What follows belongs to an exercise in optimizing a design on an open flow for small area, a short achievable clock period and few clock cycles per item; a production flow would make more cautious choices. Where RTL was checked, it was by simulation tests only, not by an equivalence proof against the original. Power is estimated from default activity; no workload was simulated.

Setup of main:
## centered_moving_average_unit
module centered_moving_average_unit #(
  parameter int MAX_HALF_WIDTH = CMA_MAX_HALF_WIDTH,
  parameter int SAMPLE_BITS    = CMA_SAMPLE_BITS
) (
  input  logic               clk,
  input  logic               rst,
  input  logic               cfg_wr_en,
  input  logic [CFG_W-1:0]   cfg_wr_data,    
  input  logic               s_axis_tvalid,
  output logic               s_axis_tready,
  input  logic [TDATA_W-1:0] s_axis_tdata,   
  input  logic               s_axis_tlast,   
  output logic               m_axis_tvalid,
  input  logic               m_axis_tready,
  output logic [TDATA_W-1:0] m_axis_tdata,   
  output logic               m_axis_tlast,   
  output logic               m_axis_tuser    
);
Size: about 6,900 cells after synthesis, roughly 3,200 flip-flops, about 110 I/O pins, ~120,000 um^2 of cells after synthesis.
make LEC_CHECK=0 ABC_CLOCK_PERIOD_IN_PS=2500 CAP_MARGIN=20 CORE_MARGIN=2 CORE_UTILIZATION=40 SETUP_SLACK_MARGIN=3.0 SLEW_MARGIN=20 finish   # period 5.5 ns
run.sh (not shown) runs the stock make flow with config.mk's settings and CLKGATE_MAP_FILE= SYNTH_SCRIPT=/design/flow/synth_recipe.tcl, a recipe that flattens the netlist after the stock synthesis.
## Diff of input files: the feature branch against main
--- a/flow/config.mk
+++ b/flow/config.mk
@@ -11,3 +11,2 @@
 export CORE_UTILIZATION = 40
-export SETUP_SLACK_MARGIN = 3.0
 export SLEW_MARGIN = 20
Findings:
Routed metal-1 wire length (lower): the feature branch
Taking main as the reference, in the feature branch final non-filler cell total down about 5.4%, number of vias per cell dropped 1.3%, share of power burned in the clock network rose 2.0 points.
Function was not checked in any run of this note: the RTL went through the layout flow alone.

* * *

## P
Another version of the RTL of centered_moving_average_unit (not shown whole).
Size: roughly 6600 cells after synthesis, about 3300 flip-flops, ~120000 um2 of cells after synthesis.
Design centered_moving_average_unit, start of the top module:
module centered_moving_average_unit #(
  parameter int MAX_HALF_WIDTH = CMA_MAX_HALF_WIDTH,
  parameter int SAMPLE_BITS    = CMA_SAMPLE_BITS
) (
  input  logic               clk,
  input  logic               rst,
  input  logic               cfg_wr_en,
  input  logic [CFG_W-1:0]   cfg_wr_data,    
  input  logic               s_axis_tvalid,
  output logic               s_axis_tready,
  input  logic [TDATA_W-1:0] s_axis_tdata,   
  input  logic               s_axis_tlast,   
  output logic               m_axis_tvalid,
  input  logic               m_axis_tready,
  output logic [TDATA_W-1:0] m_axis_tdata,   
  output logic               m_axis_tlast,   
  output logic               m_axis_tuser    
);
Settings: LEC_CHECK=0, ABC_CLOCK_PERIOD_IN_PS=2500, CAP_MARGIN=20, CORE_MARGIN=2, CORE_UTILIZATION=40, CTS_BUF_LIST=sky130_fd_sc_hd__clkbuf_8, CTS_CLUSTER_DIAMETER=60, CTS_CLUSTER_SIZE=20, SETUP_SLACK_MARGIN=2.9, SLEW_MARGIN=20, TNS_END_PERCENT=10; clock period 5.5 ns.
The flow did not stop early for P: all stages ran, and the layout cleared the timing, design-rule and antenna checks.
Testbench counts of P, summed over its fixed seeds: cycles 15,462, items 13,361.
[inputs] Q vs P
- a change of CTS_BUF_LIST from sky130_fd_sc_hd__clkbuf_8 to sky130_fd_sc_hd__clkbuf_4 sky130_fd_sc_hd__clkbuf_8
- a change of SETUP_SLACK_MARGIN from 2.9 to 3.2
- a deleted CTS_CLUSTER_DIAMETER that had been 60
- a deleted CTS_CLUSTER_SIZE that had been 20
Findings:
- NOTE power P->Q increased by more than 10%
- When the final numbers for P and Q were put side by side, the final critical path time including I/O delays and setup turned out to be greater in P.
- Q: final non-filler cell area is 6.5% higher than what P reported.
- In the flow results for P and Q, the setup slack of the worst register-to-register path is larger on Q.
- Q ended up with s_axis_tready as its endpoint of the worst setup timing path; P ended up with u_div.g_st[0].rq[2].
- Summary — sequential share of layout area, Q relative to P: lower, by 4.4 points.
- Compared with P, in Q final worst slack increased 0.093 ns, critical path depth lost 8, share of the clock period used by the worst path fell 1.7 points.
- Summary — ratio of cells with drive above 1 in the final layout, Q relative to P: higher, by 10 points.
- Achievable frequency, P and Q: lower on P
- NOTE: post-detailed-routing wire length in Q exceeds that of P
[inputs] R vs Q
- changing SETUP_SLACK_MARGIN from 3.2 to 2.9
Looking at net switching power of the design, R sits 450 uW lower than Q does. The first-iteration DRC count of R was superior to that of Q. Any difference in area after synthesis between Q and R is small enough to ignore. When R is measured against Q, its buffer and inverter count on the worst path turns out 1 higher. The flow did not stop early for R: all stages ran, and the layout cleared the timing, design-rule and antenna checks.
The inputs of S differ from those of R as listed below.
- CTS_CLUSTER_DIAMETER: unset -> 60
- CTS_CLUSTER_SIZE: unset -> 20
- CTS_BUF_LIST: sky130_fd_sc_hd__clkbuf_4 sky130_fd_sc_hd__clkbuf_8 -> sky130_fd_sc_hd__clkbuf_8 sky130_fd_sc_hd__clkbuf_16
### Flow results
- Result for S and R: all clean
- Compared with R, in S cell area after layout fell 3700 um2, largest stage delay on the critical path rose 0.10 ns, transition time of the tightest slew-check pin fell 0.017 ns, multi-input logic portion of the cell area rose 0.40 points.
- Compare S and R | overall fraction of global-route tracks in use higher: R
- Side by side, layout overhead on the synthesized area turned out lower in S than in R.
- | combinational cell fraction of total power | S vs R | 1.0 points higher |
- R → S: number of detailed-route iterations in the first pass went down; power went down; non-clock buffer contribution to total cell area did not really move.

* * *

Starting RTL as in the previous note.
clock: 5.5 ns
lec_check: 0
abc_clock_period_in_ps: 2500
cap_margin: 20
core_margin: 2
core_utilization: 40
cts_buf_list: sky130_fd_sc_hd__clkbuf_8 sky130_fd_sc_hd__clkbuf_16
cts_cluster_diameter: 60
cts_cluster_size: 30
setup_slack_margin: 2.9
slew_margin: 20
tns_end_percent: 10
The starting point went through all stages and came out clean.
Testbench counts at the start, summed over its fixed seeds: cycles 15,462, items 13,361.
Then changed:
--- a/flow/config.mk
+++ b/flow/config.mk
@@ -10,7 +10,7 @@
 export CORE_MARGIN = 2
 export CORE_UTILIZATION = 40
-export CTS_BUF_LIST = sky130_fd_sc_hd__clkbuf_8 sky130_fd_sc_hd__clkbuf_16
-export CTS_CLUSTER_DIAMETER = 60
-export CTS_CLUSTER_SIZE = 30
+export CTS_BUF_LIST = sky130_fd_sc_hd__clkbuf_8
+export CTS_CLUSTER_DIAMETER = 40
+export CTS_CLUSTER_SIZE = 20
 export SETUP_SLACK_MARGIN = 2.9
 export SLEW_MARGIN = 20
What happened: Wire length rises by 0.93%. Via count rises by 2.3%. Power rises by 5.6%. Worst hold slack gets better by 0.0066 ns. Synthesized cell count stays the same.

==> separate check: timing with driven ports <==
Ports are ideal in the flow. The routed layouts listed here were re-timed in OpenROAD.
Step 1 assumes that a clkbuf_16 drives the clock port and a buf_2 every other input.
Step 2, shift: input delay + t, output delay - t, t = (earliest + latest rising clock arrival at the registers) / 2. This alone moves slack from input paths to output paths.
Slacks: no drivers / after step 1 / after step 2; pairs: no drivers / after step 1.
run | t, ns | setup WS [ns] | hold WS [ns] | worst setup path at the end | latest minus earliest clock arrival (ns)
main | 0.951 | 0.661 / 0.661 / 0.415 | 0.384 / 0.384 / 0.384 | input to register | 0.072 / 0.073
the feature branch | 0.941 | 0.400 / 0.400 / -0.246 | 0.383 / 0.383 / 0.383 | input to register | 0.068 / 0.068
P | 1.083 | 2.772 / 2.688 / 2.001 | 0.383 / 0.383 / 0.383 | input to register | 0.140 / 0.141
Q | 1.065 | 2.865 / 2.779 / 1.995 | 0.364 / 0.364 / 0.364 | input to register | 0.148 / 0.149
R | 1.065 | 2.842 / 2.768 / 1.986 | 0.363 / 0.363 / 0.363 | input to register | 0.153 / 0.153
S | 0.956 | 2.853 / 2.780 / 1.975 | 0.373 / 0.373 / 0.373 | input to register | 0.106 / 0.106
the first run of note 3 | 0.944 | 2.867 / 2.777 / 2.017 | 0.382 / 0.382 / 0.382 | input to register | 0.103 / 0.103
the second run of note 3 | 1.067 | 2.781 / 2.729 / 2.027 | 0.389 / 0.389 / 0.389 | input to register | 0.125 / 0.125
Met with ideal ports but missed after step 2: setup timing in the feature branch. For S, which loses most, drivers alone change the setup slack by -0.073 ns; drivers and shift together by -0.878 ns.
